What follows belongs to an exercise in optimizing a design on an open flow for small area; a production flow would make more cautious choices.
Only simulation tests tie the RTL to the original design; equivalence was not proved.
Power is estimated from default activity; no workload was simulated.

==> build 23 <==
## regfile_mp_sb
module regfile_mp_sb #(
    parameter int DATA_W   = 32,
    parameter int ADDR_W   = 5,
    parameter int NREAD    = 2,
    parameter int ZERO_REG = 1,
    parameter int BYPASS   = 1
) (
    input  logic                    Clk,
    input  logic                    Reset,
    input  logic                    we,
    input  logic [ADDR_W-1:0]       wa,
    input  logic [DATA_W-1:0]       wd,
    input  logic [DATA_W/8-1:0]     wbe,
    input  logic [NREAD*ADDR_W-1:0] ra,
    output logic [NREAD*DATA_W-1:0] rdata,
    output logic [NREAD-1:0]        rready,
    input  logic                    iss_valid,
    input  logic [ADDR_W-1:0]       iss_rd,
    output logic [ADDR_W:0]         busy_cnt
);
    localparam int DEPTH = 2**ADDR_W;
    localparam int NB    = DATA_W/8;
    logic [DATA_W-1:0] mem [DEPTH];
    logic [DEPTH-1:0]  busy, busy_nxt;
    logic [DATA_W-1:0] wmerge;
    logic              wr_ok, iss_ok, inc, dec;
    always_comb begin
        wr_ok    = we && !(ZERO_REG != 0 && wa == '0);
        iss_ok   = iss_valid && !(ZERO_REG != 0 && iss_rd == '0);
        wmerge   = mem[wa];
        for (int i = 0; i < NB; i++)
            wmerge[8*i +: 8] = wbe[i] ? wd[8*i +: 8] : mem[wa][8*i +: 8];
        busy_nxt = busy;
        if (wr_ok)
            busy_nxt[wa] = 1'b0;
        if (iss_ok)
            busy_nxt[iss_rd] = 1'b1;
        inc      = iss_ok && !busy[iss_rd];
        dec      = wr_ok && busy[wa] && !(iss_ok && iss_rd == wa);
    end
    always_ff @(posedge Clk) begin
        if (Reset) begin
            for (int r = 0; r < DEPTH; r++)
  ...
==> module regfile_mp_sb, before the edit <==
module regfile_mp_sb #(
    parameter int DATA_W   = 32,
    parameter int ADDR_W   = 5,
    parameter int NREAD    = 2,
    parameter int ZERO_REG = 1,
    parameter int BYPASS   = 1
) (
    input  logic                    Clk,
    input  logic                    Reset,
    input  logic                    we,
    input  logic [ADDR_W-1:0]       wa,
    input  logic [DATA_W-1:0]       wd,
    input  logic [DATA_W/8-1:0]     wbe,
    input  logic [NREAD*ADDR_W-1:0] ra,
    output logic [NREAD*DATA_W-1:0] rdata,
    output logic [NREAD-1:0]        rready,
    input  logic                    iss_valid,
    input  logic [ADDR_W-1:0]       iss_rd,
    output logic [ADDR_W:0]         busy_cnt
);
    localparam int DEPTH = 2**ADDR_W;
    localparam int NB    = DATA_W/8;
    logic [DATA_W-1:0] mem [DEPTH];
    logic [DEPTH-1:0]  busy, busy_nxt;
    logic [DATA_W-1:0] wmerge;
    logic              wr_ok, iss_ok, inc, dec;
    always_comb begin
        wr_ok    = we && !(ZERO_REG != 0 && wa == '0);
        iss_ok   = iss_valid && !(ZERO_REG != 0 && iss_rd == '0);
        wmerge   = mem[wa];
        for (int i = 0; i < NB; i++)
            wmerge[8*i +: 8] = wbe[i] ? wd[8*i +: 8] : mem[wa][8*i +: 8];
        busy_nxt = busy;
        if (wr_ok)
            busy_nxt[wa] = 1'b0;
        if (iss_ok)
            busy_nxt[iss_rd] = 1'b1;
        inc      = iss_ok && !busy[iss_rd];
        dec      = wr_ok && busy[wa] && !(iss_ok && iss_rd == wa);
    end
    always_ff @(posedge Clk) begin
        if (Reset) begin
            for (int r = 0; r < DEPTH; r++)
                mem[r] <= '0;
            busy     <= '0;
            busy_cnt <= '0;
        end else begin
            if (wr_ok)
                mem[wa] <= wmerge;
            busy     <= busy_nxt;
            busy_cnt <= busy_cnt + (ADDR_W+1)'(inc) - (ADDR_W+1)'(dec);
        end
    end
    for (genvar p = 0; p < NREAD; p++) begin : g_rd
        logic [ADDR_W-1:0] a;
        logic              hit;
        assign a   = ra[p*ADDR_W +: ADDR_W];
        assign hit = BYPASS != 0 && wr_ok && wa == a;
        assign rdata[p*DATA_W +: DATA_W] = (ZERO_REG != 0 && a == '0) ? '0 : hit ? wmerge : mem[a];
        assign rready[p] = !busy[a] || hit;
    end
endmodule
Settings: LEC_CHECK=0, CAP_MARGIN=20, CORE_MARGIN=2, CORE_UTILIZATION=35, SLEW_MARGIN=20; clock period 8.0 ns.
run.sh (not shown) runs the stock make flow with config.mk's settings and CLKGATE_MAP_FILE= SYNTH_SCRIPT=/design/flow/synth_recipe.tcl, a recipe that flattens the netlist after the stock synthesis.
==> build 75 (differences from build 23) <==
==> flow/design.v (replaced) <==
module rf_aoi3 (
    input  logic a0, b0, a1, b1, a2, b2,
    output logic y
);
    assign y = !((a0 && b0) || (a1 && b1) || (a2 && b2));
endmodule
module rf_ld (
    input  logic ld,
    input  logic hold,
    input  logic d,
    input  logic q,
    output logic y
);
    assign y = (ld && d) || (hold && q);
endmodule
module rf_nand4 (
    input  logic a, b, c, d,
    output logic y
);
    assign y = !(a && b && c && d);
endmodule
module rf_nand2 (
    input  logic a, b,
    output logic y
);
    assign y = !(a && b);
endmodule
module rf_and4 (
    input  logic a, b, c, d,
    output logic y
);
    assign y = a && b && c && d;
endmodule
module rf_oai21 (
    input  logic a0, a1, b,
    output logic y
);
    assign y = !((a0 || a1) && b);
endmodule
module rf_ldsel (
    input  logic a, an, b, bn,
    output logic ld, hold
);
    assign hold = !(a && b);
    assign ld   = !(an || bn);
endmodule
module rf_rdbit #(
    parameter int N = 31
) (
    input  logic [N-1:0] d,
    input  logic [N-1:0] s,
    input  logic         byp,
    input  logic         nbyp,
    input  logic         w,
    output logic         y
);
    localparam int G = N / 3;
    logic [G-1:0] g;
    for (genvar k = 0; k < G; k++) begin : g_aoi
        rf_aoi3 u_aoi (
            .a0(s[3*k]),   .b0(d[3*k]),
            .a1(s[3*k+1]), .b1(d[3*k+1]),
            .a2(s[3*k+2]), .b2(d[3*k+2]),
            .y(g[k])
        );
    end
    if (N == 31) begin : g_t31
        logic n, a, p0, p1, z, bw;
        rf_nand2 u_n  (.a(s[30]), .b(d[30]), .y(n));
        rf_and4  u_a  (.a(g[0]), .b(g[1]), .c(g[2]), .d(g[3]), .y(a));
        rf_nand4 u_p0 (.a(a), .b(g[4]), .c(g[5]), .d(g[6]), .y(p0));
        rf_nand4 u_p1 (.a(g[7]), .b(g[8]), .c(g[9]), .d(n), .y(p1));
        rf_oai21 u_z  (.a0(p0), .a1(p1), .b(nbyp), .y(z));
        rf_nand2 u_bw (.a(byp), .b(w), .y(bw));
        rf_nand2 u_y  (.a(z), .b(bw), .y(y));
    end else begin : g_tn
        logic rest;
        always_comb begin
            rest = 1'b1;
            for (int j = 3*G; j < N; j++)
                rest = rest && !(s[j] && d[j]);
        end
        assign y = byp ? w : !(&g && rest);
    end
endmodule
module regfile_mp_sb #(
    parameter int DATA_W   = 32,
    parameter int ADDR_W   = 5,
    parameter int NREAD    = 2,
    parameter int ZERO_REG = 1,
    parameter int BYPASS   = 1
) (
    input  logic                    Clk,
    input  logic                    Reset,
    input  logic                    we,
    input  logic [ADDR_W-1:0]       wa,
    input  logic [DATA_W-1:0]       wd,
    input  logic [DATA_W/8-1:0]     wbe,
    input  logic [NREAD*ADDR_W-1:0] ra,
    output logic [NREAD*DATA_W-1:0] rdata,
    output logic [NREAD-1:0]        rready,
    input  logic                    iss_valid,
    input  logic [ADDR_W-1:0]       iss_rd,
    output logic [ADDR_W:0]         busy_cnt
);
    localparam int DEPTH = 2**ADDR_W;
    localparam int NB    = DATA_W/8;
    localparam int R0    = (ZERO_REG != 0) ? 1 : 0;    
    localparam int NR    = DEPTH - R0;                 
    logic [DATA_W-1:0] rf [DEPTH];
    logic [DEPTH-1:0]  busy;
    logic [DEPTH-1:0]  wdec, idec;
    logic [DATA_W-1:0] dcol;
    logic [DEPTH-1:0]  wsel;           
    logic [NB-1:0]     bsel;           
    logic              wr_ok, iss_ok, inc, dec;
    assign wr_ok  = we && !(ZERO_REG != 0 && wa == '0);
    assign iss_ok = iss_valid && !(ZERO_REG != 0 && iss_rd == '0);
    assign dcol   = wd & {DATA_W{!Reset}};
    assign wsel   = wdec | {DEPTH{Reset}};
    assign bsel   = wbe | {NB{Reset}};
    always_comb begin
        for (int r = 0; r < DEPTH; r++) begin
            wdec[r] = (r >= R0) && we && wa == ADDR_W'(r);
            idec[r] = (r >= R0) && iss_valid && iss_rd == ADDR_W'(r);
        end
    end
    if (R0 == 1) begin : g_zero
        assign rf[0]   = '0;
        assign busy[0] = 1'b0;
    end
    for (genvar r = R0; r < DEPTH; r++) begin : g_row
        for (genvar i = 0; i < NB; i++) begin : g_byte
            logic       ld, hold;
            logic [7:0] q, nxt;
            rf_ldsel u_sel (.a(wsel[r]), .an(!wsel[r]), .b(bsel[i]), .bn(!bsel[i]),
                            .ld(ld), .hold(hold));
            for (genvar b = 0; b < 8; b++) begin : g_bit
                rf_ld u_ld (.ld(ld), .hold(hold), .d(dcol[8*i + b]), .q(q[b]), .y(nxt[b]));
            end
            always_ff @(posedge Clk)
                q <= nxt;
            assign rf[r][8*i +: 8] = q;
        end
        logic b;
        always_ff @(posedge Clk)
            if (Reset)
                b <= 1'b0;
            else
                b <= idec[r] || (b && !wdec[r]);
        assign busy[r] = b;
    end
    assign inc = |(idec & ~busy);
    assign dec = |(wdec & busy & ~idec);
    always_ff @(posedge Clk)
        if (Reset)
            busy_cnt <= '0;
        else
            busy_cnt <= busy_cnt + (ADDR_W+1)'(inc) - (ADDR_W+1)'(dec);
    for (genvar p = 0; p < NREAD; p++) begin : g_rd
        logic [ADDR_W-1:0] a;
        logic [NR-1:0]     sel;
        logic              hit;
        assign a   = ra[p*ADDR_W +: ADDR_W];
        assign hit = BYPASS != 0 && wr_ok && wa == a;
        always_comb
            for (int r = 0; r < NR; r++)
                sel[r] = a == ADDR_W'(r + R0);
        logic [NB-1:0] byp;
        assign byp = {NB{hit}} & wbe;
        for (genvar j = 0; j < DATA_W; j++) begin : g_bit
            logic [NR-1:0] col;
            for (genvar r = 0; r < NR; r++) begin : g_col
                assign col[r] = rf[r + R0][j];
            end
            rf_rdbit #(.N(NR)) u_bit (
                .d(col), .s(sel), .byp(byp[j/8]), .nbyp(!byp[j/8]), .w(wd[j]),
                .y(rdata[p*DATA_W + j])
            );
        end
        assign rready[p] = !(|(sel & busy[DEPTH-1:R0])) || hit;
    end
endmodule
- CORE_UTILIZATION: 35 -> 50
- CTS_BUF_LIST: not set -> sky130_fd_sc_hd__clkbuf_4 sky130_fd_sc_hd__clkbuf_8
- SYNTH_HIERARCHICAL: not set -> 1
==> qor summary <==
quantity	build 75	build 23
Clk cell area share	6.97%	5.46%
Sequential Area	20600 sq um	31500 sq um
Post-synthesis cell count	4005	5128
Initial standard-cell utilization of the core	50.3%	35.3%
Area enclosed by the die boundary	87700 sq um	191000 sq um
Unique masters post-synth	63	76
Post-route worst setup slack	0.867 ns	0.635 ns
Hold endpoint	g_row[24].g_byte[2].q[6]	busy[24]
Power Total	12700 uW	14900 uW
Vias per cell	7.72	7.08
Via count of the first global-routing pass	39900	50800
Outcome	timing/DRC/antenna clean	timing/DRC/antenna clean
Count of multi-input combinational gates	2854	3472

## port drivers added, routing unchanged
Ports are ideal in the flow. The routed layouts listed here were re-timed in OpenROAD. Step 1 assumes that a clkbuf_16 drives the clock port and a buf_2 every other input. Step 2 times the ports against the registers' clock, not the clock port: input delays grow and output delays shrink by t, the midpoint of the rising clock arrivals with the driver on. a / b / c = ideal ports / drivers / drivers and shift; a / b = the first two.
run	shift t [ns]	setup slack, ns	worst setup path after step 2	worst register clock-pin slew, ns	worst data-port slew with drivers (ns)
build 23	0.865	0.635 / 0.543 / 0.543	input to output	0.07 / 0.07	0.12
build 75	0.913	0.867 / 0.793 / 0.793	input to output	0.07 / 0.07	0.11
After both steps every run listed still meets setup and hold. For build 23, which loses most, drivers alone change the setup slack by -0.092 ns; drivers and shift together by -0.092 ns.
